Source: an optimization exercise on an open RTL-to-GDS flow (aim: small area and a short achievable clock period). Production flows keep margins and buffers that such runs may drop. RTL that was checked went through simulation tests only; none was proved equivalent to the original. No activity file was given, so power comes from the tool's default toggle rates.

Design rs_alu, start of the top module:
module rs_alu (
  input  logic                 clk,
  input  logic                 rst,
  input  logic                 disp_valid,
  input  logic [TAG_W-1:0]     disp_src_a,
  input  logic [TAG_W-1:0]     disp_src_b,
  input  logic [TAG_W-1:0]     disp_dest,
  input  logic                 disp_rdy_a,
  input  logic                 disp_rdy_b,
  input  logic [DATA_W-1:0]    disp_imm,
  input  logic                 disp_dest_valid,
  input  logic [OP_W-1:0]      disp_alu_op,
  input  logic [SPECTAG_W-1:0] disp_spectag,
  input  logic                 disp_specbit,
  input  logic [AGE_W-1:0]     disp_age,
  input  logic [DLY_W-1:0]     disp_delay,
  input  logic                 br_valid,
  input  logic                 br_success,
  input  logic [SPECTAG_W-1:0] br_tag,
  output logic                 full,
  output logic                 issue_valid,
  output logic [TAG_W-1:0]     issue_src_a,
  output logic [TAG_W-1:0]     issue_src_b,
  output logic [TAG_W-1:0]     issue_dest,
  output logic [DATA_W-1:0]    issue_imm,
  output logic                 issue_dest_valid,
  output logic [OP_W-1:0]      issue_alu_op,
  output logic [SPECTAG_W-1:0] issue_spectag,
  output logic                 issue_specbit
);
export LEC_CHECK = 0
export CAP_MARGIN = 20
export CORE_MARGIN = 2
export CORE_UTILIZATION = 60
export CTS_BUF_LIST = sky130_fd_sc_hd__clkbuf_16
export CTS_CLUSTER_DIAMETER = 100
export CTS_CLUSTER_SIZE = 20
export SETUP_SLACK_MARGIN = 5.0
export SLEW_MARGIN = 20
export TNS_END_PERCENT = 10
create_clock -name core_clock -period 7.5 [get_ports {clk}]
standard.sh (not shown) runs the stock make flow with config.mk's settings and CLKGATE_MAP_FILE= SYNTH_SCRIPT=/design/flow/synth_recipe.tcl, a recipe that flattens the netlist after the stock synthesis.
==> flow/flow/run.sh <==
#!/bin/bash
# Standard layout, with plain buffers on the ports and sizing not tied to cell footprints.
set -euo pipefail
bash standard.sh BUFFER_PORTS_ARGS="-buffer_cell sky130_fd_sc_hd__buf_2" MATCH_CELL_FOOTPRINT=0 finish > flow_make.log 2>&1
The first run ran to the end with no violations.
Next try:
- CORE_UTILIZATION: 60 -> 50
- TNS_END_PERCENT: 10 -> 0
Outcome: Non-clock buffer count decreases by 105; via count fell by 3.5%; power drops by 0.43%; worst hold slack is better by 0.016 ns; cell area went down by 5.2%; maximum frequency went down by 1.3%; combinational power came out lower by 14%; final cell count rises by 1.7%; synthesized area stays the same; worst setup slack gets worse by 0.041 ns.
Next try:
- CORE_UTILIZATION: 50 -> 65
What happened: Register-to-register slack is better by 0.06 ns; sequential share of layout area shrinks by 0.48 points; hold slack is better by 0.0058 ns; global-route usage grows by 8.7 points; wire length grows by about 0.35%; total power stays flat.
Next try:
- CORE_UTILIZATION: 65 -> 60
- GPL_ROUTABILITY_DRIVEN: default -> 0
Wire length came out lower by 3.5%.
Global-route usage fell by 4.1 points.
Clock skew rises by 0.020 ns.
Sequential power is about the same.
Synthesized cell count stays the same.
Utilization shrinks by 6.5 points.
Die area grows by about 8%.

---

Another version of the RTL of rs_alu (not shown whole).
Size in the first run: about 710 flip-flops, ~150 I/O pins, about 30000 um2 of cells after synthesis.
export LEC_CHECK = 0
export CAP_MARGIN = 20
export CORE_MARGIN = 2
export CORE_UTILIZATION = 60
export SETUP_SLACK_MARGIN = 5.0
export SLEW_MARGIN = 20
export TNS_END_PERCENT = 0
create_clock -name core_clock -period 7.5 [get_ports {clk}]
Scripts as last shown in full above: flow/flow/run.sh
The starting point ran to the end with no violations.
Edit:
CTS_BUF_LIST = sky130_fd_sc_hd__clkbuf_16   (was default)
CTS_CLUSTER_DIAMETER = 100   (was default)
CTS_CLUSTER_SIZE = 25   (was default)
Effect: Design area decreases by about 3%; maximum frequency increases by 1.4%; setup slack improved by 0.045 ns; sequential power is about the same; clock skew decreases by 0.0090 ns; clock power decreases by about 40%; count of clock-buffer cells in the layout decreases by 59; worst hold slack improved by 0.013 ns; total power decreases by 16%; utilization decreases by 2.1 points; critical path depth decreases by 1.
Edit:
CTS_BUF_LIST = sky130_fd_sc_hd__clkbuf_8   (was sky130_fd_sc_hd__clkbuf_16)
CTS_CLUSTER_DIAMETER = 60   (was 100)
CTS_CLUSTER_SIZE = 14   (was 25)
The new run produced a clean layout.
Die area is unchanged.
Area after synthesis is unchanged.
Register-to-register slack is worse by 0.03 ns.
Setup slack is worse by 0.10 ns.
Wire length went down by 3.6%.
Total power hardly moves.
Critical path depth went down by 3.
Edit:
CORE_UTILIZATION = 65   (was 60)
PLACE_DENSITY = 0.75   (was default)
After rerunning: Count of clock-buffer cells in the layout stays the same. Wire length decreases by a few percent. Clock skew decreases by 0.017 ns. Cell count decreases by a few percent. Power increases slightly. Setup slack got worse by 0.012 ns. Core utilization increases by 5.5 points. Cell area hardly moves.

---

rs_alu, a different RTL version from the one above (not shown whole).
Size: ~150 I/O pins.
make LEC_CHECK=0 CAP_MARGIN=20 CORE_MARGIN=2 CORE_UTILIZATION=60 SETUP_SLACK_MARGIN=4.5 SLEW_MARGIN=20 TNS_END_PERCENT=0 finish   # period 7.5 ns
run.sh (not shown) runs the stock make flow with config.mk's settings and CLKGATE_MAP_FILE= SYNTH_SCRIPT=/design/flow/synth_recipe.tcl, a recipe that flattens the netlist after the stock synthesis.
Stock flow here: none of the scripts above is used.
Next try:
- SETUP_SLACK_MARGIN: 4.5 -> 3.8
Result: The changed run produced a clean layout; maximum frequency falls by about a fifth; final cell count went down by a few percent; sequential power is about the same; wire length decreases by a little under a tenth; clock-buffer cell count stays the same; register-to-register slack loses 0.58 ns.
Next try:
- CORE_UTILIZATION: 60 -> 40
- SETUP_SLACK_MARGIN: 3.8 -> 4.8
The new run finished with timing, DRC and antenna clean; non-clock buffer count grows by 78; clock-buffer cell count climbs by 10; fmax increases by 13%; sequential share of layout area shrinks by 3.5 points; worst setup slack improved by 0.46 ns; clock skew went up by 0.013 ns; synthesized area is unchanged.
Next try:
- ABC_CLOCK_PERIOD_IN_PS: not set -> 2000
- CORE_UTILIZATION: 40 -> 60
- SETUP_SLACK_MARGIN: 4.8 -> 4.5
Effect: Total power is lower by 2.7%; clock skew falls by 0.015 ns; final area came out lower by 1.0%; clock-buffer cell count is lower by 10.
No functional check of the RTL was part of any run of this note.

---

RTL: one of the versions met above, not the one the previous note started from.
For scale: roughly 2000 cells after synthesis, roughly 670 flip-flops, ~150 I/O pins, ~28000 µm² of cells after synthesis.
==> flow/config.mk <==
export PLATFORM = sky130hd
export DESIGN_NAME = rs_alu
export DESIGN_NICKNAME = rs_alu
export VERILOG_FILES = /design/flow/design.v
export SDC_FILE = /design/flow/constraint.sdc
export NUM_CORES = 4
export LEC_CHECK = 0
export CAP_MARGIN = 20
export CORE_MARGIN = 2
export CORE_UTILIZATION = 60
export CTS_BUF_LIST = sky130_fd_sc_hd__clkbuf_16
export CTS_CLUSTER_DIAMETER = 100
export CTS_CLUSTER_SIZE = 20
export SETUP_SLACK_MARGIN = 5.0
export SLEW_MARGIN = 20
export TNS_END_PERCENT = 0
==> flow/constraint.sdc <==
create_clock -name core_clock -period 7.5 [get_ports {clk}]
set_input_delay 1.5000 -clock core_clock [delete_from_list [all_inputs] [get_ports {clk}]]
set_output_delay 1.5000 -clock core_clock [all_outputs]
set_load 0.01 [all_outputs]
standard.sh (not shown) runs the stock make flow with config.mk's settings and CLKGATE_MAP_FILE= SYNTH_SCRIPT=/design/flow/synth_recipe.tcl, a recipe that flattens the netlist after the stock synthesis.
==> flow/flow/run.sh <==
#!/bin/bash
# Standard layout, with plain buffers on the ports and sizing not tied to cell footprints.
set -euo pipefail
bash standard.sh BUFFER_PORTS_ARGS="-buffer_cell sky130_fd_sc_hd__buf_1" MATCH_CELL_FOOTPRINT=0 finish > flow_make.log 2>&1
Change:
==> flow/flow/run.sh (replaced) <==
#!/bin/bash
# Standard layout, with plain buffers on the ports and sizing not tied to cell footprints.
set -euo pipefail
bash standard.sh BUFFER_PORTS_ARGS="-buffer_cell sky130_fd_sc_hd__buf_2" MATCH_CELL_FOOTPRINT=0 finish > flow_make.log 2>&1
Outcome:
- The changed run completed without violations
- clock skew grows by 13 ps
- via count stays flat
- clock power went up slightly
- routed wire length came out higher slightly
- count of clock-buffer cells in the layout is unchanged
Change:
Settings changed: CTS_CLUSTER_DIAMETER 100 to 120, CTS_CLUSTER_SIZE 20 to 30.
Critical path depth does not change. Cell area falls by 1.4%. Total power falls by about 5.5%. Wire length falls by 1.7%. Count of clock-buffer cells in the layout falls by 13.
Change:
Settings changed: CORE_UTILIZATION 60 to 70, CTS_CLUSTER_DIAMETER 120 to 100, CTS_CLUSTER_SIZE 30 to 20, PLACE_DENSITY set to 0.78.
After rerunning:
- The new run passed the timing, design-rule and antenna checks
- power is higher by 5.7%
- global-route usage grows by 5.5 points
- routed wire length falls by 0.92%
- core utilization went up by 12 points
Change:
Settings changed: CORE_UTILIZATION 70 to 60, PLACE_DENSITY 0.78 to 0.7.
Effect: Wire length is higher by 2.4%. Power barely changes. Hold slack hardly moves. Worst setup slack improves by 32 ps. Final cell count is higher by 2.7%.
Change:
Settings changed: PLACE_DENSITY 0.7 to unset, SETUP_SLACK_MARGIN 5.0 to 4.4.
=> The changed run went through all stages and came out clean; synthesized cell count stays the same; via count falls by 0.54%; final cell count went up by 0.32%; wire length came out higher by 0.68%; final area is about the same; global-route usage rises by 0.75 points; die area does not change; count of clock-buffer cells in the layout came out higher by 1; combinational power stays flat; clock power stays flat; worst setup slack gains 9.2 ps.

---

rs_alu again, from the RTL that the note above started with.
## rs_alu
module rs_alu (
  input  logic                 clk,
  input  logic                 rst,
  input  logic                 disp_valid,
  input  logic [TAG_W-1:0]     disp_src_a,
  input  logic [TAG_W-1:0]     disp_src_b,
  input  logic [TAG_W-1:0]     disp_dest,
  input  logic                 disp_rdy_a,
  input  logic                 disp_rdy_b,
  input  logic [DATA_W-1:0]    disp_imm,
  input  logic                 disp_dest_valid,
  input  logic [OP_W-1:0]      disp_alu_op,
  input  logic [SPECTAG_W-1:0] disp_spectag,
  input  logic                 disp_specbit,
  input  logic [AGE_W-1:0]     disp_age,
  input  logic [DLY_W-1:0]     disp_delay,
  input  logic                 br_valid,
  input  logic                 br_success,
  input  logic [SPECTAG_W-1:0] br_tag,
  output logic                 full,
  output logic                 issue_valid,
  output logic [TAG_W-1:0]     issue_src_a,
  output logic [TAG_W-1:0]     issue_src_b,
  output logic [TAG_W-1:0]     issue_dest,
  output logic [DATA_W-1:0]    issue_imm,
  output logic                 issue_dest_valid,
  output logic [OP_W-1:0]      issue_alu_op,
  output logic [SPECTAG_W-1:0] issue_spectag,
  output logic                 issue_specbit
);
clock: 7.5 ns
lec_check: 0
cap_margin: 20
core_margin: 2
core_utilization: 60
cts_buf_list: sky130_fd_sc_hd__clkbuf_16
cts_cluster_diameter: 100
cts_cluster_size: 20
setup_slack_margin: 4.7
slew_margin: 20
tns_end_percent: 0
==> flow/flow/run.sh <==
#!/bin/bash
# Standard layout, with plain buffers on the ports and sizing not tied to cell footprints.
set -euo pipefail
bash standard.sh BUFFER_PORTS_ARGS="-buffer_cell sky130_fd_sc_hd__buf_2" MATCH_CELL_FOOTPRINT=0 finish > flow_make.log 2>&1
The starting point finished clean.
Rerun with:
- SETUP_SLACK_MARGIN: 4.7 -> 4.0
Result: Design area came out lower slightly; sequential power is about the same; setup slack loses 0.26 ns.
Rerun with:
- CTS_CLUSTER_SIZE: 20 -> 24
- SETUP_SLACK_MARGIN: 4.0 -> 5.0
What happened:
- count of clock-buffer cells in the layout falls by 9
- global-route usage falls by 0.12 points
- non-clock buffer count rises by 7
- final area rises by about 1%
- routed wire length rises by about 1.1%

---

amber:
rs_alu, a different RTL version from the one above (not shown whole).
Size in the first run: ~670 flip-flops, about 0.029 mm² of cells after synthesis.
Settings: LEC_CHECK=0, CAP_MARGIN=20, CORE_MARGIN=2, CORE_UTILIZATION=60, CTS_BUF_LIST=sky130_fd_sc_hd__clkbuf_16, CTS_CLUSTER_DIAMETER=100, CTS_CLUSTER_SIZE=25, SETUP_SLACK_MARGIN=5.0, SLEW_MARGIN=20, TNS_END_PERCENT=0; clock period 7.5 ns.
Scripts as last shown in full above: flow/flow/run.sh
amber finished every stage and its layout cleared the timing, design-rule and antenna checks.
> inputs changed (amber -> fjord)
- a change of CTS_CLUSTER_SIZE from 25 to 20
==> run notes <==
Wire length of the first global-routing pass ends up higher on fjord.
On power consumed by combinational cells, fjord and amber are basically level.
Against amber, fjord reports a met3 demand-to-capacity share in global routing that is higher.
fjord vs. amber: proportion of power drawn by combinational gates decreased 0.2 points; sequential cell area shows no meaningful change.
Compared with amber, fjord shows violation count after the first detailed-routing iteration higher by 2.7%.
Looking at setup slack, fjord sits 0.012 ns higher than amber does.
Summary of fjord over amber: post-CTS setup repair buffer count has increased; utilization level.
No functional check of the RTL was part of any run of this note.

---

rs_alu with an RTL version that a note above also has.
Size: ~2500 cells after synthesis, roughly 150 I/O pins.
==> flow/config.mk <==
export PLATFORM = sky130hd
export DESIGN_NAME = rs_alu
export DESIGN_NICKNAME = rs_alu
export VERILOG_FILES = /design/flow/design.v
export SDC_FILE = /design/flow/constraint.sdc
export NUM_CORES = 4
export LEC_CHECK = 0
export CAP_MARGIN = 20
export CORE_MARGIN = 2
export CORE_UTILIZATION = 60
export SETUP_SLACK_MARGIN = 4.2
export SLEW_MARGIN = 20
export TNS_END_PERCENT = 0
==> flow/constraint.sdc <==
create_clock -name core_clock -period 7.5 [get_ports {clk}]
set_input_delay 1.5000 -clock core_clock [delete_from_list [all_inputs] [get_ports {clk}]]
set_output_delay 1.5000 -clock core_clock [all_outputs]
set_load 0.01 [all_outputs]
run.sh (not shown) runs the stock make flow with config.mk's settings and CLKGATE_MAP_FILE= SYNTH_SCRIPT=/design/flow/synth_recipe.tcl, a recipe that flattens the netlist after the stock synthesis.
Stock flow here: none of the scripts above is used.
The baseline passed the timing, design-rule and antenna checks.
Edit:
Settings changed: SETUP_SLACK_MARGIN 4.2 to 5.0.
Via count came out higher by 2.1%.
Non-clock buffer count came out higher by 35.
Power shrinks by 1.2%.
Global-route usage came out higher by 1.8 points.
Fmax grows by 3.9%.
Sequential cell count does not change.
Edit:
Settings changed: ABC_AREA from default to 1, CORE_UTILIZATION 60 to 40, SETUP_SLACK_MARGIN 5.0 to 4.8, TNS_END_PERCENT 0 to default.
=> Cell count is higher by a quarter to a third. Final area is higher by about a fifth. Maximum frequency is higher by a few percent. Combinational power is higher by a quarter to a third. Count of clock-buffer cells in the layout is lower by 13. Via count is higher by about a fifth.
No functional check of the RTL was part of any run of this note.

---

## rev 12
rs_alu again, from the RTL that the note above started with.
Settings: LEC_CHECK=0, CAP_MARGIN=20, CORE_MARGIN=2, CORE_UTILIZATION=40, SETUP_SLACK_MARGIN=4.8, SLEW_MARGIN=20; clock period 7.5 ns.
Per the final summary, rev 12 finished and its layout is clean on timing, DRC and antenna.
Input changes introduced in rev 13 (baseline for comparison: rev 12):
- a change of SETUP_SLACK_MARGIN from 4.8 to 4.5
- a change of CORE_UTILIZATION from 40 to 60
- an added TNS_END_PERCENT of 0
==> flow/flow/run.sh (new file) <==
#!/bin/bash
# Standard layout, with plain buffers on the ports and sizing not tied to cell footprints.
set -euo pipefail
bash standard.sh BUFFER_PORTS_ARGS="-buffer_cell sky130_fd_sc_hd__buf_2" MATCH_CELL_FOOTPRINT=0 finish > flow_make.log 2>&1
==> flow/standard.sh (new file) <==
#!/bin/bash
# synth_recipe.tcl (not shown) runs the flow's synth.tcl, then flattens the netlist and writes it again
# the make line also repeats each setting of config.mk as NAME=value (left out here)
make -C /OpenROAD-flow-scripts/flow DESIGN_CONFIG=/design/flow/config.mk WORK_HOME=/design/flow/orfs CLKGATE_MAP_FILE= SYNTH_SCRIPT=/design/flow/synth_recipe.tcl "${@:-finish}"
removed: flow/run.sh
### Flow results
Rev 12 → rev 13: end-of-flow core utilization +17 points, number of clock-tree buffers in the layout fell 2.
Cmp rev 13 and rev 12 / routed metal-1 wirelength / lower: rev 13
Rev 13 vs. rev 12: relative slew slack now smaller, core outline area decreased 33%, routed wire length down about 16%.
Switching share of total power (rev 13 over rev 12): decrease, 0.34 points
No run of this note included a check of the RTL's function; only the layout flow was run.

==> separate check: timing with driven ports <==
The results above use ideal ports. As a check the final layouts listed here were re-extracted and re-timed, cells and wires unchanged. Step 1: set_driving_cell puts a clkbuf_16 on clk and a buf_2 on each other input, an assumption about the parent block. Step 2 moves the port delays by t, midway between the first and last clock arrival at a register: inputs arrive t later, outputs are due t later. That takes back most of the time a late clock gives input paths. Three values: ideal, step 1, step 2; two values: the first two.
run | shift t [ns] | setup WS [ns] | latest minus earliest clock arrival (ns) | worst register clock-pin slew, ns
the first run of note 1 | 0.633 | 4.272 / 4.211 / 3.811 | 0.028 / 0.028 | 0.09 / 0.09
the second run of note 1 | 0.663 | 4.231 / 4.162 / 3.751 | 0.035 / 0.035 | 0.09 / 0.09
the third run of note 1 | 0.631 | 4.287 / 4.228 / 3.804 | 0.024 / 0.025 | 0.09 / 0.09
the fourth run of note 1 | 0.643 | 4.276 / 4.215 / 3.865 | 0.045 / 0.045 | 0.09 / 0.09
the first run of note 2 | 0.683 | 4.204 / 4.204 / 3.609 | 0.026 / 0.026 | 0.07 / 0.07
the second run of note 2 | 0.649 | 4.249 / 4.249 / 3.678 | 0.019 / 0.019 | 0.12 / 0.12
the third run of note 2 | 0.769 | 4.146 / 4.138 / 3.412 | 0.057 / 0.058 | 0.10 / 0.10
the fourth run of note 2 | 0.780 | 4.134 / 4.118 / 3.440 | 0.042 / 0.042 | 0.10 / 0.10
the first run of note 3 | 0.695 | 4.161 / 4.161 / 3.502 | 0.020 / 0.020 | 0.07 / 0.07
the second run of note 3 | 0.689 | 3.577 / 3.577 / 3.049 | 0.021 / 0.020 | 0.07 / 0.07
the third run of note 3 | 0.700 | 4.037 / 4.037 / 3.457 | 0.033 / 0.033 | 0.07 / 0.07
the fourth run of note 3 | 0.695 | 4.161 / 4.161 / 3.502 | 0.020 / 0.020 | 0.07 / 0.07
the first run of note 4 | 0.641 | 4.270 / 4.211 / 3.769 | 0.033 / 0.033 | 0.09 / 0.09
the second run of note 4 | 0.633 | 4.256 / 4.197 / 3.823 | 0.041 / 0.042 | 0.09 / 0.09
the third run of note 4 | 0.665 | 4.229 / 4.169 / 3.743 | 0.035 / 0.034 | 0.12 / 0.12
the fourth run of note 4 | 0.635 | 4.221 / 4.197 / 3.752 | 0.039 / 0.039 | 0.09 / 0.09
the fifth run of note 4 | 0.646 | 4.254 / 4.195 / 3.674 | 0.020 / 0.020 | 0.09 / 0.09
the sixth run of note 4 | 0.635 | 4.263 / 4.202 / 3.774 | 0.026 / 0.026 | 0.09 / 0.09
the first run of note 5 | 0.633 | 4.256 / 4.197 / 3.823 | 0.041 / 0.042 | 0.09 / 0.09
the second run of note 5 | 0.637 | 3.993 / 3.931 / 3.571 | 0.037 / 0.037 | 0.09 / 0.09
the third run of note 5 | 0.694 | 4.193 / 4.136 / 3.748 | 0.021 / 0.021 | 0.11 / 0.11
amber | 0.680 | 4.103 / 4.046 / 3.640 | 0.026 / 0.026 | 0.11 / 0.11
fjord | 0.655 | 4.115 / 4.059 / 3.663 | 0.026 / 0.027 | 0.09 / 0.09
the first run of note 7 | 0.678 | 4.000 / 3.977 / 3.353 | 0.023 / 0.023 | 0.06 / 0.06
the second run of note 7 | 0.690 | 4.133 / 4.133 / 3.495 | 0.015 / 0.016 | 0.06 / 0.06
the third run of note 7 | 0.692 | 4.199 / 4.135 / 4.101 | 0.034 / 0.034 | 0.07 / 0.07
rev 12 | 0.713 | 4.072 / 4.072 / 3.969 | 0.030 / 0.030 | 0.07 / 0.07
rev 13 | 0.685 | 4.163 / 4.163 / 3.614 | 0.025 / 0.025 | 0.07 / 0.07
After both steps every run listed still meets setup and hold. For the third run of note 2, which loses most, drivers alone change the setup slack by -0.008 ns; drivers and shift together by -0.734 ns.
